This design comes from an exercise in tuning for small area, a short achievable clock period and few clock cycles per item on the open sky130 flow, not from production work. The RTL of this run was laid out without a check of its function. No activity file was given, so power comes from the tool's default toggle rates.

--- flow/run.sh ---
#!/bin/bash
set -euo pipefail
D=$PWD
SETUP_MARGIN=${SETUP_MARGIN:-5}
bash standard.sh synth > synth.log 2>&1
make -C "$FLOW_HOME" DESIGN_CONFIG=$D/config.mk WORK_HOME=$D/orfs CLKGATE_MAP_FILE= \
  SYNTH_SCRIPT=$D/synth_recipe.tcl \
  BUFFER_PORTS_ARGS="-buffer_cell sky130_fd_sc_hd__buf_2" \
  CTS_ARGS="-sink_clustering_enable -repair_clock_nets -dont_use_dummy_load -buf_list {sky130_fd_sc_hd__clkbuf_4 sky130_fd_sc_hd__clkbuf_8}" \
  SETUP_SLACK_MARGIN=$SETUP_MARGIN finish > layout.log 2>&1
R=$D/orfs/results/sky130hd/w4a8_gemm_top/base
: # left out here: write the final layout as DEF
--- standard.sh ---
#!/bin/bash
# synth_recipe.tcl (not shown) runs the flow's synth.tcl, then flattens the netlist and writes it again
# the make line also repeats each setting of config.mk as NAME=value (left out here)
make -C /OpenROAD-flow-scripts/flow DESIGN_CONFIG=/design/flow/config.mk WORK_HOME=/design/flow/orfs CLKGATE_MAP_FILE= SYNTH_SCRIPT=/design/flow/synth_recipe.tcl "${@:-finish}"
--- config.mk ---
export PLATFORM = sky130hd
export DESIGN_NAME = w4a8_gemm_top
export DESIGN_NICKNAME = w4a8_gemm_top
export VERILOG_FILES = /design/flow/design.v
export SDC_FILE = /design/flow/constraint.sdc
export NUM_CORES = 4
export LEC_CHECK = 0
export ABC_AREA = 1
export CAP_MARGIN = 20
export CORE_MARGIN = 2
export CORE_UTILIZATION = 50
export CTS_BUF_LIST = sky130_fd_sc_hd__clkbuf_4 sky130_fd_sc_hd__clkbuf_8
export GPL_TIMING_DRIVEN = 1
export SLEW_MARGIN = 20
--- constraint.sdc ---
create_clock -name core_clock -period 8.0 [get_ports {ap_clk}]
set_input_delay 1.6000 -clock core_clock [delete_from_list [all_inputs] [get_ports {ap_clk}]]
set_output_delay 1.6000 -clock core_clock [all_outputs]
set_load 0.01 [all_outputs]
--- design.v ---
`default_nettype none
package gemm_pkg;
  typedef logic [32-1:0] beat_t;
  typedef logic [2*4*8-1:0] a_tile_t;
  typedef logic [2*4*4-1:0] b_tile_t;
  typedef logic signed [32-1:0] res_t;
  typedef logic [2*2*32-1:0] res_tile_t;
  typedef struct packed {
    a_tile_t a;
    b_tile_t b;
  } operand_t;
  typedef enum logic [2:0] {IDLE, LOAD, COMPUTE, DRAIN, DONE} ctrl_state_t;
endpackage
`default_nettype wire
`timescale 1ns/1ps
`default_nettype none
module tile_mac_s1 (
  input  wire  [31:0] a_row,
  input  wire  [15:0] b_row,
  output wire  [43:0] part
);
  wire e0 = 1'b0 ^ b_row[0];
  wire e1 = (b_row[1] & ~b_row[0] & ~1'b0) | (~b_row[1] & b_row[0] & 1'b0);
  wire p2 = ((e0 & a_row[0])) ^ b_row[1];
  wire p3 = ((e0 & a_row[1]) | (e1 & a_row[0])) ^ b_row[1];
  wire p4 = ((e0 & a_row[2]) | (e1 & a_row[1])) ^ b_row[1];
  wire p5 = ((e0 & a_row[3]) | (e1 & a_row[2])) ^ b_row[1];
  wire p6 = ((e0 & a_row[4]) | (e1 & a_row[3])) ^ b_row[1];
  wire p7 = ((e0 & a_row[5]) | (e1 & a_row[4])) ^ b_row[1];
  wire p8 = ((e0 & a_row[6]) | (e1 & a_row[5])) ^ b_row[1];
  wire p9 = ((e0 & a_row[7]) | (e1 & a_row[6])) ^ b_row[1];
  wire p10 = ((e0 & a_row[7]) | (e1 & a_row[7])) ^ b_row[1];
  wire p11 = ~p10;
  wire e12 = b_row[1] ^ b_row[2];
  wire e13 = (b_row[3] & ~b_row[2] & ~b_row[1]) | (~b_row[3] & b_row[2] & b_row[1]);
  wire p14 = ((e12 & a_row[0])) ^ b_row[3];
  wire p15 = ((e12 & a_row[1]) | (e13 & a_row[0])) ^ b_row[3];
  wire p16 = ((e12 & a_row[2]) | (e13 & a_row[1])) ^ b_row[3];
  wire p17 = ((e12 & a_row[3]) | (e13 & a_row[2])) ^ b_row[3];
  wire p18 = ((e12 & a_row[4]) | (e13 & a_row[3])) ^ b_row[3];
  wire p19 = ((e12 & a_row[5]) | (e13 & a_row[4])) ^ b_row[3];
  wire p20 = ((e12 & a_row[6]) | (e13 & a_row[5])) ^ b_row[3];
  wire p21 = ((e12 & a_row[7]) | (e13 & a_row[6])) ^ b_row[3];
  wire p22 = ((e12 & a_row[7]) | (e13 & a_row[7])) ^ b_row[3];
  wire p23 = ~p22;
  wire e24 = 1'b0 ^ b_row[4];
  wire e25 = (b_row[5] & ~b_row[4] & ~1'b0) | (~b_row[5] & b_row[4] & 1'b0);
  wire p26 = ((e24 & a_row[8])) ^ b_row[5];
  wire p27 = ((e24 & a_row[9]) | (e25 & a_row[8])) ^ b_row[5];
  wire p28 = ((e24 & a_row[10]) | (e25 & a_row[9])) ^ b_row[5];
  wire p29 = ((e24 & a_row[11]) | (e25 & a_row[10])) ^ b_row[5];
  wire p30 = ((e24 & a_row[12]) | (e25 & a_row[11])) ^ b_row[5];
  wire p31 = ((e24 & a_row[13]) | (e25 & a_row[12])) ^ b_row[5];
  wire p32 = ((e24 & a_row[14]) | (e25 & a_row[13])) ^ b_row[5];
  wire p33 = ((e24 & a_row[15]) | (e25 & a_row[14])) ^ b_row[5];
  wire p34 = ((e24 & a_row[15]) | (e25 & a_row[15])) ^ b_row[5];
  wire p35 = ~p34;
  wire e36 = b_row[5] ^ b_row[6];
  wire e37 = (b_row[7] & ~b_row[6] & ~b_row[5]) | (~b_row[7] & b_row[6] & b_row[5]);
  wire p38 = ((e36 & a_row[8])) ^ b_row[7];
  wire p39 = ((e36 & a_row[9]) | (e37 & a_row[8])) ^ b_row[7];
  wire p40 = ((e36 & a_row[10]) | (e37 & a_row[9])) ^ b_row[7];
  wire p41 = ((e36 & a_row[11]) | (e37 & a_row[10])) ^ b_row[7];
  wire p42 = ((e36 & a_row[12]) | (e37 & a_row[11])) ^ b_row[7];
  wire p43 = ((e36 & a_row[13]) | (e37 & a_row[12])) ^ b_row[7];
  wire p44 = ((e36 & a_row[14]) | (e37 & a_row[13])) ^ b_row[7];
  wire p45 = ((e36 & a_row[15]) | (e37 & a_row[14])) ^ b_row[7];
  wire p46 = ((e36 & a_row[15]) | (e37 & a_row[15])) ^ b_row[7];
  wire p47 = ~p46;
  wire e48 = 1'b0 ^ b_row[8];
  wire e49 = (b_row[9] & ~b_row[8] & ~1'b0) | (~b_row[9] & b_row[8] & 1'b0);
  wire p50 = ((e48 & a_row[16])) ^ b_row[9];
  wire p51 = ((e48 & a_row[17]) | (e49 & a_row[16])) ^ b_row[9];
  wire p52 = ((e48 & a_row[18]) | (e49 & a_row[17])) ^ b_row[9];
  wire p53 = ((e48 & a_row[19]) | (e49 & a_row[18])) ^ b_row[9];
  wire p54 = ((e48 & a_row[20]) | (e49 & a_row[19])) ^ b_row[9];
  wire p55 = ((e48 & a_row[21]) | (e49 & a_row[20])) ^ b_row[9];
  wire p56 = ((e48 & a_row[22]) | (e49 & a_row[21])) ^ b_row[9];
  wire p57 = ((e48 & a_row[23]) | (e49 & a_row[22])) ^ b_row[9];
  wire p58 = ((e48 & a_row[23]) | (e49 & a_row[23])) ^ b_row[9];
  wire p59 = ~p58;
  wire e60 = b_row[9] ^ b_row[10];
  wire e61 = (b_row[11] & ~b_row[10] & ~b_row[9]) | (~b_row[11] & b_row[10] & b_row[9]);
  wire p62 = ((e60 & a_row[16])) ^ b_row[11];
  wire p63 = ((e60 & a_row[17]) | (e61 & a_row[16])) ^ b_row[11];
  wire p64 = ((e60 & a_row[18]) | (e61 & a_row[17])) ^ b_row[11];
  wire p65 = ((e60 & a_row[19]) | (e61 & a_row[18])) ^ b_row[11];
  wire p66 = ((e60 & a_row[20]) | (e61 & a_row[19])) ^ b_row[11];
  wire p67 = ((e60 & a_row[21]) | (e61 & a_row[20])) ^ b_row[11];
  wire p68 = ((e60 & a_row[22]) | (e61 & a_row[21])) ^ b_row[11];
  wire p69 = ((e60 & a_row[23]) | (e61 & a_row[22])) ^ b_row[11];
  wire p70 = ((e60 & a_row[23]) | (e61 & a_row[23])) ^ b_row[11];
  wire p71 = ~p70;
  wire e72 = 1'b0 ^ b_row[12];
  wire e73 = (b_row[13] & ~b_row[12] & ~1'b0) | (~b_row[13] & b_row[12] & 1'b0);
  wire p74 = ((e72 & a_row[24])) ^ b_row[13];
  wire p75 = ((e72 & a_row[25]) | (e73 & a_row[24])) ^ b_row[13];
  wire p76 = ((e72 & a_row[26]) | (e73 & a_row[25])) ^ b_row[13];
  wire p77 = ((e72 & a_row[27]) | (e73 & a_row[26])) ^ b_row[13];
  wire p78 = ((e72 & a_row[28]) | (e73 & a_row[27])) ^ b_row[13];
  wire p79 = ((e72 & a_row[29]) | (e73 & a_row[28])) ^ b_row[13];
  wire p80 = ((e72 & a_row[30]) | (e73 & a_row[29])) ^ b_row[13];
  wire p81 = ((e72 & a_row[31]) | (e73 & a_row[30])) ^ b_row[13];
  wire p82 = ((e72 & a_row[31]) | (e73 & a_row[31])) ^ b_row[13];
  wire p83 = ~p82;
  wire e84 = b_row[13] ^ b_row[14];
  wire e85 = (b_row[15] & ~b_row[14] & ~b_row[13]) | (~b_row[15] & b_row[14] & b_row[13]);
  wire p86 = ((e84 & a_row[24])) ^ b_row[15];
  wire p87 = ((e84 & a_row[25]) | (e85 & a_row[24])) ^ b_row[15];
  wire p88 = ((e84 & a_row[26]) | (e85 & a_row[25])) ^ b_row[15];
  wire p89 = ((e84 & a_row[27]) | (e85 & a_row[26])) ^ b_row[15];
  wire p90 = ((e84 & a_row[28]) | (e85 & a_row[27])) ^ b_row[15];
  wire p91 = ((e84 & a_row[29]) | (e85 & a_row[28])) ^ b_row[15];
  wire p92 = ((e84 & a_row[30]) | (e85 & a_row[29])) ^ b_row[15];
  wire p93 = ((e84 & a_row[31]) | (e85 & a_row[30])) ^ b_row[15];
  wire p94 = ((e84 & a_row[31]) | (e85 & a_row[31])) ^ b_row[15];
  wire p95 = ~p94;
  wire s96 = b_row[13] ^ b_row[1] ^ b_row[5];
  wire c97 = (b_row[13] & b_row[1]) | (b_row[5] & (b_row[13] ^ b_row[1]));
  wire s98 = b_row[9] ^ s96 ^ p2;
  wire c99 = (b_row[9] & s96) | (p2 & (b_row[9] ^ s96));
  wire s100 = p26 ^ p50;
  wire c101 = p26 & p50;
  wire s102 = p74 ^ s100;
  wire c103 = p74 & s100;
  wire s104 = c97 ^ p27 ^ p3;
  wire c105 = (c97 & p27) | (p3 & (c97 ^ p27));
  wire s106 = p51 ^ p75 ^ c101;
  wire c107 = (p51 & p75) | (c101 & (p51 ^ p75));
  wire s108 = c99 ^ c103;
  wire c109 = c99 & c103;
  wire s110 = s104 ^ s106;
  wire c111 = s104 & s106;
  wire s112 = b_row[11] ^ b_row[15] ^ b_row[3];
  wire c113 = (b_row[11] & b_row[15]) | (b_row[3] & (b_row[11] ^ b_row[15]));
  wire s114 = b_row[7] ^ s112 ^ p14;
  wire c115 = (b_row[7] & s112) | (p14 & (b_row[7] ^ s112));
  wire s116 = p28 ^ p38 ^ p4;
  wire c117 = (p28 & p38) | (p4 & (p28 ^ p38));
  wire s118 = p52 ^ p62 ^ p76;
  wire c119 = (p52 & p62) | (p76 & (p52 ^ p62));
  wire s120 = p86 ^ c105 ^ s114;
  wire c121 = (p86 & c105) | (s114 & (p86 ^ c105));
  wire s122 = s116 ^ s118 ^ c107;
  wire c123 = (s116 & s118) | (c107 & (s116 ^ s118));
  wire s124 = c113 ^ p15 ^ p29;
  wire c125 = (c113 & p15) | (p29 & (c113 ^ p15));
  wire s126 = p39 ^ p5 ^ p53;
  wire c127 = (p39 & p5) | (p53 & (p39 ^ p5));
  wire s128 = p63 ^ p77 ^ p87;
  wire c129 = (p63 & p77) | (p87 & (p63 ^ p77));
  wire s130 = c115 ^ c117 ^ c119;
  wire c131 = (c115 & c117) | (c119 & (c115 ^ c117));
  wire s132 = s124 ^ s126 ^ s128;
  wire c133 = (s124 & s126) | (s128 & (s124 ^ s126));
  wire s134 = p16 ^ p30 ^ p40;
  wire c135 = (p16 & p30) | (p40 & (p16 ^ p30));
  wire s136 = p54 ^ p6 ^ p64;
  wire c137 = (p54 & p6) | (p64 & (p54 ^ p6));
  wire s138 = p78 ^ p88 ^ c125;
  wire c139 = (p78 & p88) | (c125 & (p78 ^ p88));
  wire s140 = c127 ^ c129 ^ s134;
  wire c141 = (c127 & c129) | (s134 & (c127 ^ c129));
  wire s142 = s136 ^ c131;
  wire c143 = s136 & c131;
  wire s144 = p17 ^ p31 ^ p41;
  wire c145 = (p17 & p31) | (p41 & (p17 ^ p31));
  wire s146 = p55 ^ p65 ^ p7;
  wire c147 = (p55 & p65) | (p7 & (p55 ^ p65));
  wire s148 = p79 ^ p89 ^ c135;
  wire c149 = (p79 & p89) | (c135 & (p79 ^ p89));
  wire s150 = c137 ^ s144 ^ s146;
  wire c151 = (c137 & s144) | (s146 & (c137 ^ s144));
  wire s152 = c139 ^ s148;
  wire c153 = c139 & s148;
  wire s154 = p18 ^ p32 ^ p42;
  wire c155 = (p18 & p32) | (p42 & (p18 ^ p32));
  wire s156 = p56 ^ p66 ^ p8;
  wire c157 = (p56 & p66) | (p8 & (p56 ^ p66));
  wire s158 = p80 ^ p90 ^ c145;
  wire c159 = (p80 & p90) | (c145 & (p80 ^ p90));
  wire s160 = c147 ^ s154 ^ s156;
  wire c161 = (c147 & s154) | (s156 & (c147 ^ s154));
  wire s162 = c149 ^ s158;
  wire c163 = c149 & s158;
  wire s164 = p19 ^ p33 ^ p43;
  wire c165 = (p19 & p33) | (p43 & (p19 ^ p33));
  wire s166 = p57 ^ p67 ^ p81;
  wire c167 = (p57 & p67) | (p81 & (p57 ^ p67));
  wire s168 = p9 ^ p91 ^ c155;
  wire c169 = (p9 & p91) | (c155 & (p9 ^ p91));
  wire s170 = c157 ^ s164 ^ s166;
  wire c171 = (c157 & s164) | (s166 & (c157 ^ s164));
  wire s172 = c159 ^ s168;
  wire c173 = c159 & s168;
  wire s174 = p11 ^ p20 ^ p35;
  wire c175 = (p11 & p20) | (p35 & (p11 ^ p20));
  wire s176 = p44 ^ p59 ^ p68;
  wire c177 = (p44 & p59) | (p68 & (p44 ^ p59));
  wire s178 = p83 ^ p92 ^ c165;
  wire c179 = (p83 & p92) | (c165 & (p83 ^ p92));
  wire s180 = c167 ^ s174 ^ s176;
  wire c181 = (c167 & s174) | (s176 & (c167 ^ s174));
  wire s182 = c169 ^ s178;
  wire c183 = c169 & s178;
  wire s184 = p21 ^ p45 ^ p69;
  wire c185 = (p21 & p45) | (p69 & (p21 ^ p45));
  wire s186 = p93 ^ c175 ^ c177;
  wire c187 = (p93 & c175) | (c177 & (p93 ^ c175));
  wire s188 = s184 ^ c179;
  wire c189 = s184 & c179;
  wire s190 = 1'b1 ^ p23 ^ p47;
  wire c191 = (1'b1 & p23) | (p47 & (1'b1 ^ p23));
  wire s192 = p71 ^ p95 ^ c185;
  wire c193 = (p71 & p95) | (c185 & (p71 ^ p95));
  assign part = ~{1'b1, c193, c191, 1'b1, c189, s192, c187, s190, s188, c183, c181, s186, s182, c173, s180, c171, s172, c163, s170, c161, s162, c153, s160, c151, s152, c143, s150, c141, s142, s140, c133, s138, c123, s132, c121, s130, s122, s120, c111, c109, s110, s108, s102, s98};
endmodule
module tile_mac_s2 (
  input  wire  [43:0] part,
  output wire  [13:0] dot
);
  wire s0 = ~part[4] ^ ~part[5] ^ ~part[6];
  wire c1 = (~part[4] & ~part[5]) | (~part[6] & (~part[4] ^ ~part[5]));
  wire s2 = ~part[10] ^ ~part[11] ^ ~part[8];
  wire c3 = (~part[10] & ~part[11]) | (~part[8] & (~part[10] ^ ~part[11]));
  wire s4 = ~part[9] ^ c1;
  wire c5 = ~part[9] & c1;
  wire s6 = ~part[12] ^ ~part[13] ^ ~part[14];
  wire c7 = (~part[12] & ~part[13]) | (~part[14] & (~part[12] ^ ~part[13]));
  wire s8 = ~part[15] ^ c3 ^ s6;
  wire c9 = (~part[15] & c3) | (s6 & (~part[15] ^ c3));
  wire s10 = ~part[16] ^ ~part[17] ^ ~part[18];
  wire c11 = (~part[16] & ~part[17]) | (~part[18] & (~part[16] ^ ~part[17]));
  wire s12 = ~part[19] ^ c7 ^ s10;
  wire c13 = (~part[19] & c7) | (s10 & (~part[19] ^ c7));
  wire s14 = ~part[20] ^ ~part[21] ^ ~part[22];
  wire c15 = (~part[20] & ~part[21]) | (~part[22] & (~part[20] ^ ~part[21]));
  wire s16 = ~part[23] ^ c11 ^ s14;
  wire c17 = (~part[23] & c11) | (s14 & (~part[23] ^ c11));
  wire s18 = ~part[24] ^ ~part[25] ^ ~part[26];
  wire c19 = (~part[24] & ~part[25]) | (~part[26] & (~part[24] ^ ~part[25]));
  wire s20 = ~part[27] ^ c15 ^ s18;
  wire c21 = (~part[27] & c15) | (s18 & (~part[27] ^ c15));
  wire s22 = ~part[28] ^ ~part[29] ^ ~part[30];
  wire c23 = (~part[28] & ~part[29]) | (~part[30] & (~part[28] ^ ~part[29]));
  wire s24 = ~part[31] ^ c19 ^ s22;
  wire c25 = (~part[31] & c19) | (s22 & (~part[31] ^ c19));
  wire s26 = ~part[32] ^ ~part[33] ^ ~part[34];
  wire c27 = (~part[32] & ~part[33]) | (~part[34] & (~part[32] ^ ~part[33]));
  wire s28 = ~part[35] ^ c23 ^ s26;
  wire c29 = (~part[35] & c23) | (s26 & (~part[35] ^ c23));
  wire s30 = ~part[36] ^ ~part[37] ^ ~part[38];
  wire c31 = (~part[36] & ~part[37]) | (~part[38] & (~part[36] ^ ~part[37]));
  wire s32 = ~part[39] ^ c27 ^ s30;
  wire c33 = (~part[39] & c27) | (s30 & (~part[39] ^ c27));
  wire s34 = ~part[40] ^ ~part[41] ^ ~part[42];
  wire c35 = (~part[40] & ~part[41]) | (~part[42] & (~part[40] ^ ~part[41]));
  wire s36 = c31 ^ s34;
  wire c37 = c31 & s34;
  wire [13:0] row_x = {~part[43], c35, s36, c29, c25, c21, c17, c13, c9, c5, s2, ~part[7], ~part[2], ~part[0]};
  wire [13:0] row_y = {1'b0, c37, c33, s32, s28, s24, s20, s16, s12, s8, s4, s0, ~part[3], ~part[1]};
  assign dot = row_x + row_y;
endmodule
`default_nettype wire
`timescale 1ns/1ps
`default_nettype none
module w4a8_gemm_top (
  input  wire         ap_clk,
  input  wire         areset,
  input  wire         ap_start,
  input  wire         write_result,
  input  wire         a_req,
  input  wire  [31:0] a_data,
  input  wire         b_req,
  input  wire  [31:0] b_data,
  input  wire         out_ready,
  output wire         ap_idle,
  output wire         ap_done,
  output wire         ap_ready,
  output wire         a_ack,
  output wire         b_ack,
  output wire         out_valid,
  output wire  [31:0] out_data
);
  logic        run;        
  logic        done_q;
  logic        wr_q;
  logic        ack_a, ack_b;
  logic [1:0]  a_cnt;      
  logic        b_got;      
  logic [2:0]  cur;        
  logic [2:0]  sq;         
  logic        phit;       
  logic        ov;         
  logic [44-1:0] preg;
  logic [13:0] oreg;
  logic [31:0] areg;
  logic [31:0] breg;
  logic [44-1:0] part;
  logic [13:0] dot;
  wire xfer    = ov & out_ready;
  function automatic logic ok(input logic [2:0] w);
    ok = run & wr_q & b_got & ~w[2] & (w[1] ? (a_cnt == 2'd2) : (a_cnt == 2'd1));
  endfunction
  wire ld_rdy  = run & phit;
  wire o_free  = ~ov | out_ready;
  wire load    = ld_rdy & o_free;
  wire [2:0] cur_p1 = cur + 3'd1;
  wire [2:0] cur_p2 = cur + 3'd2;
  wire [2:0] cur_n  = load ? cur_p1 : cur;
  wire sq_ok   = ok(sq);
  wire hit0    = sq_ok & (sq == cur);
  wire hit1    = sq_ok & (sq == cur_p1);
  wire [2:0] sq_n0  = hit0 ? cur_p1 : cur;
  wire [2:0] sq_n1  = hit1 ? cur_p2 : cur_p1;
  wire [2:0] sq_n   = load ? sq_n1 : sq_n0;
  wire a_free  = (a_cnt == 2'd0) | ((a_cnt == 2'd1) & (~wr_q | cur[1]));
  wire a_free1 = (a_cnt == 2'd1) & cur[0] & ld_rdy;
  wire take_a  = run & a_req & ~ack_a & (a_free | (a_free1 & o_free));
  wire take_b  = run & b_req & ~ack_b & ~b_got;
  wire tiles   = (a_cnt == 2'd2) & ~ack_a & b_got & ~ack_b;
  wire fin     = run & tiles & (~wr_q | (cur[2] & (~ov | out_ready)));
  tile_mac_s1 mac_s1 (
    .a_row (areg),
    .b_row (sq[0] ? breg[31:16] : breg[15:0]),
    .part  (part)
  );
  tile_mac_s2 mac_s2 (
    .part  (preg),
    .dot   (dot)
  );
  always_ff @(posedge ap_clk) begin
    if (areset) begin
      run    <= 1'b0;
      done_q <= 1'b0;
      wr_q   <= 1'b0;
      ack_a  <= 1'b0;
      ack_b  <= 1'b0;
      a_cnt  <= '0;
      b_got  <= 1'b0;
      cur    <= '0;
      sq     <= '0;
      phit   <= 1'b0;
      ov     <= 1'b0;
    end else begin
      done_q <= fin;
      if (~run) begin
        if (ap_start & ~done_q) begin
          run   <= 1'b1;
          wr_q  <= write_result;
          a_cnt <= '0;
          b_got <= 1'b0;
          cur   <= '0;
          sq    <= '0;
        end
      end else if (fin) begin
        run <= 1'b0;
      end
      if (take_a) begin
        ack_a <= 1'b1;
        a_cnt <= a_cnt + 2'd1;
      end else if (~a_req) begin
        ack_a <= 1'b0;
      end
      if (take_b) begin
        ack_b <= 1'b1;
        b_got <= 1'b1;
      end else if (~b_req) begin
        ack_b <= 1'b0;
      end
      if (run) begin
        cur  <= cur_n;
        sq   <= sq_n;
      end
      phit <= load ? hit1 : hit0;
      if (load) begin
        ov   <= 1'b1;
      end else if (xfer) begin
        ov   <= 1'b0;
      end
    end
  end
  always_ff @(posedge ap_clk) begin
    if (take_a) areg <= a_data;
    if (take_b) breg <= b_data;
    preg <= part;
    if (load)   oreg <= dot;
  end
  assign ap_idle   = ~run;
  assign ap_done   = done_q;
  assign ap_ready  = done_q;
  assign a_ack     = ack_a;
  assign b_ack     = ack_b;
  assign out_valid = ov;
  assign out_data  = {{18{oreg[13]}}, oreg};
endmodule
`default_nettype wire
==> run summary <==
[placed cells by master (no fill, tap or decap), types with 19 or more instances in the layout]
| master | n |
|---|---|
| ha_1 | 31 |
| edfxtp_1 | 78 |
| buf_2 | 108 |
| o21ai_0 | 19 |
| dfxtp_1 | 57 |
| inv_1 | 169 |
| xor2_1 | 67 |
| buf_4 | 26 |
| o22ai_1 | 43 |
| nand3_1 | 31 |
| nor2_1 | 29 |
| fa_1 | 54 |
| a21oi_1 | 23 |
| nand2_1 | 108 |
[cell families after synthesis]
family / after synthesis
multiplexers: 2
AND/OR/NAND/NOR: 211
AO/OA/AOI/OAI: 107
buffers and inverters: 210
flip-flops: 136
adder cells (fa/ha/maj): 86
XOR/XNOR: 72
[synthesized netlist by cell type]
master	number	area share [%]
inv_1	172	7.9
nand2_1	113	5.2
edfxtp_1	78	29
xor2_1	67	7.2
dfxtp_1	58	14
fa_1	55	13
o22ai_1	53	4.1
ha_1	31	4.7
nand3_1	31	1.9
nor2_1	29	1.3
a21oi_1	24	1.5
buf_4	24	2.2
o21ai_0	21	1.3
nand2_2	15	1.1
inv_2	5	0.23
nand2_4	5	0.69
xnor2_1	5	0.53
buf_2	4	0.24
or2_0	4	0.31
a211oi_1	2	0.18
a21o_1	2	0.18
buf_6	2	0.28
mux2i_4	2	0.55
nand4_1	2	0.15
nor3_1	2	0.12
o21ai_4	2	0.40
or2_1	2	0.15
or2_2	2	0.15
a21boi_0	1	0.092
and3_1	1	0.076
buf_12	1	0.24
clkbuf_1	1	0.046
clkinv_1	1	0.046
nand3_2	1	0.12
nand3b_1	1	0.092
nor2_4	1	0.14
nor3b_1	1	0.092
nor4b_1	1	0.11
o2111ai_1	1	0.11
o21ai_1	1	0.061
[flip-flops by register name (all words and copies together), names as in the netlist]
name    count
cur         3
preg       42
b_got       1
sq          3
oreg       14
done_q      1
wr_q        1
run         1
breg       32
ov          1
areg       32
phit        1
ack_a       1
ack_b       1
a_cnt       2
[metrics by stage]
| step | util (%) | instance area, um^2 | hold slack (ns) |
|---|---|---|---|
| CTS | 57.3 | 9140 | 0.484 |
| global route | 58.5 | 9330 | 0.514 |
| finish | 58.5 | 9330 | 0.479 |
| global placement | 55.2 | 8800 | 0.459 |
| floorplan | - | 8190 | 0.451 |
| detailed placement | 55.2 | 8800 | 0.474 |
[critical path: cells and delay by family (launching register included)]
| kind | cells | cell delay, ns |
|---|---|---|
| flip-flops | 1 | 0.55 |
| buffers and inverters | 2 | 0.32 |
[power by group through the flow]
stage	Sequential [mW]	Combinational, mW	Clock, mW
finish	0.953	1.36	0.409
global placement	0.970	1.29	0
detailed placement	0.970	1.32	0
floorplan	0.958	1.05	0
CTS	0.954	1.34	0.421
global route	0.963	1.58	0.452
[layer usage]
layer	track usage, %	vias to the layer above	part of all wire (%)
met5	0	-	0
met3	4.04	29	5.1
met2	35.8	188	49
met1	26.5	2728	43
met4	9.72	0	2.8
li1	-	2832	-
[how the worst max path moves through the flow]
stage	slack, ns	end	startpoint	depth (start not counted)
4_1_cts	4.99	areg[17]	out_ready	8
3_3_place_gp	4.42	preg[19]	sq[0]	14
2_1_floorplan	5.00	a_cnt[0]	out_ready	9
6_report	5.09	ap_idle	run	2
5_1_grt	4.91	oreg[10]	preg[12]	14
3_5_place_dp	4.34	preg[31]	sq[0]	14
[final cells by class]
class | count | area (um^2) | share of cell area (%)
inverters | 178 | 682 | 7.31
multi-input cells | 478 | 3870 | 41.5
clock buffers | 17 | 234 | 2.51
well taps | 216 | 270 | 2.90
repair inverters | 1 | 7.51 | 0.0805
repair buffers | 135 | 756 | 8.10
flip-flops and latches | 136 | 3510 | 37.6
[timing repair]
item                                    4_1_cts  5_1_grt
endpoints found under the hold margin         0        0
gates resized for setup                      13       21
endpoints found under the setup margin       43       60
pin swaps                                     2        3
buffers inserted                              9       13
cloned                                        0        1
==> summary.txt <==
Run status
  – Status: no timing/DRC/antenna violations

Critical path
  – Kind of end point of the critical path: output port
  – Worst r2r dst: preg[27]
  – CP Class: reg2out
  – Cell at the slowest stage of the critical path: dfxtp_1
  – Critical Path RT: 6.40 ns
  – Reg2reg start: sq[0]
  – Worst R2R Path Depth: 14
  – CP arrival: 1.31 ns
  – Worst reg-to-reg setup slack: 5.12 ns
  – Cell breakdown of the critical path: inv_1 -> buf_2
  – CP startpoint kind: flop
  – Crit path largest cell delay: 0.55 ns
  – Critical Path Fanout Max: 10

Floorplanning
  – Top-Level Pins: 109
  – Area of the die: 0.0174 mm^2
  – Die X: 132 um
  – Die H: 132 um
  – Initial Utilization: 51.3%
  – CORE AREA: 0.0159 mm^2
  – # rows: 46

STA
  – Tmin final: 2.91 ns
  – Worst slew pin tran: 0.672 ns
  – FMAX: 0.343 GHz
  – Post-route clock period utilization: 36.4%
  – Clock Skews: 0.0309 ns
  – Setup TNS: 0 ns
  – RSZ-0062 raised after global routing: true
  – Final setup vio count: 0
  – Max-slew headroom: 54.9%
  – Final slew viol count: 0
  – Fin. Hold Viols: 0
  – Final setup margin: 5.09 ns

Hold path
  – Hold path cells: 2
  – Hold_sp: phit
  – Hold Path Class: reg2reg
  – Worst hold endpoint: ov

Logic synthesis
  – Mapped Nets: 981
  – Synth Area in Simple Gates: 11.8%
  – Area share of fa/ha/maj cells after synthesis: 18.2%
  – Largest family of logic cells by synthesized area: adder cells
  – Netlist cell types: 40
  – Post-synthesis compound-gate area fraction: 7.83%
  – Synth Area in XOR/XNOR: 7.70%
  – FF+latch count, synth: 136
  – Synth warnings: 1
  – Synth Area per Inst: 9.93 um^2
  – Cells after Synth: 824
  – Post-Synthesis Cell Area: 0.00819 mm^2
  – Mux share of post-synthesis cell area: 0.550%
  – Post-synthesis sequential area ratio: 42.8%

Clock network
  – Clk buf depth: 2
  – Clock sinks: 136
  – Root Buffer: clkbuf_8
  – Clock latency on the worst-skew pair: 0.47 ns
  – H-tree Lvls: 4
  – Clock-pin slew on the worst setup and hold paths: 0.07 ns
  – CTS buffer count: 17
  – CTS tree: built
  – Post-CTS Hold Buffers: 0

Power
  – VDD IR max: 220 uV
  – Switching power: 1.05 mW
  – Pint: 1.67 mW
  – P per Cell Area: 292 mW/mm^2
  – Pwr Total: 2.72 mW
  – Gate power share: 50.0%
  – Leakage power: 4.42 nW
  – Flop pwr share: 35.0%
  – Clk pwr share: 15.0%
  – Sw Ratio: 38.6%

GRT
  – Overflow after GRT: 0
  – Initial antenna violation count: 0
  – First-pass GRT wire length: 28600 um
  – Largest net degree at the start of global routing: 35
  – GRT Total Usage: 21.2%
  – Vias in the first global route: 5773

Finish
  – Fin cells: 1161
  – Share of layout cells above drive strength 1: 22.1%
  – Ant diodes: 0
  – Nets: 1104
  – Layout filler cell count: 1406
  – Layout area overhead: 14.0%

Place
  – Port bufs: 108
  – Placed instance count: 1121
  – GPL Wtd Cong: 0.958
  – DPL Wire Length: 14100 um
  – Placement Setup Slack: 4.34 ns

Routing
  – Drc violations: 0
  – Vias per std cell: 4.98
  – Iteration-0 DRC Markers: 315
  – 1st-pass router iterations: 5
  – Final antenna-violating net count: 0
  – DR WL/cell: 15.5 um
  – Routed WL: 18000 um
  – Routed vias: 5777

Job
  – Max Cap Violations: 0

what the ideal ports hide:
No port has a modelled driver above. Below, the same layout with a new extraction and two added sets of constraints. Step 1 sets driving cells, clkbuf_16 on the clock port and buf_2 on the other inputs (assumed; they add their load-dependent delay and slew). Step 2 moves the port delays by t, midway between the first and last clock arrival at a register: inputs arrive t later, outputs are due t later. That takes back most of the time a late clock gives input paths. Three values: no drivers, after step 1, after step 2; two values: the first two.
t (ns): 0.488
setup WS [ns]: 5.087 / 5.051 / 4.693
hold slack, ns: 0.479 / 0.479 / 0.479
clock arrival spread, ns: 0.036 / 0.036
After both steps setup and hold are still met in this run. The setup slack of this run moves by -0.036 ns with the drivers and by -0.394 ns with both steps.
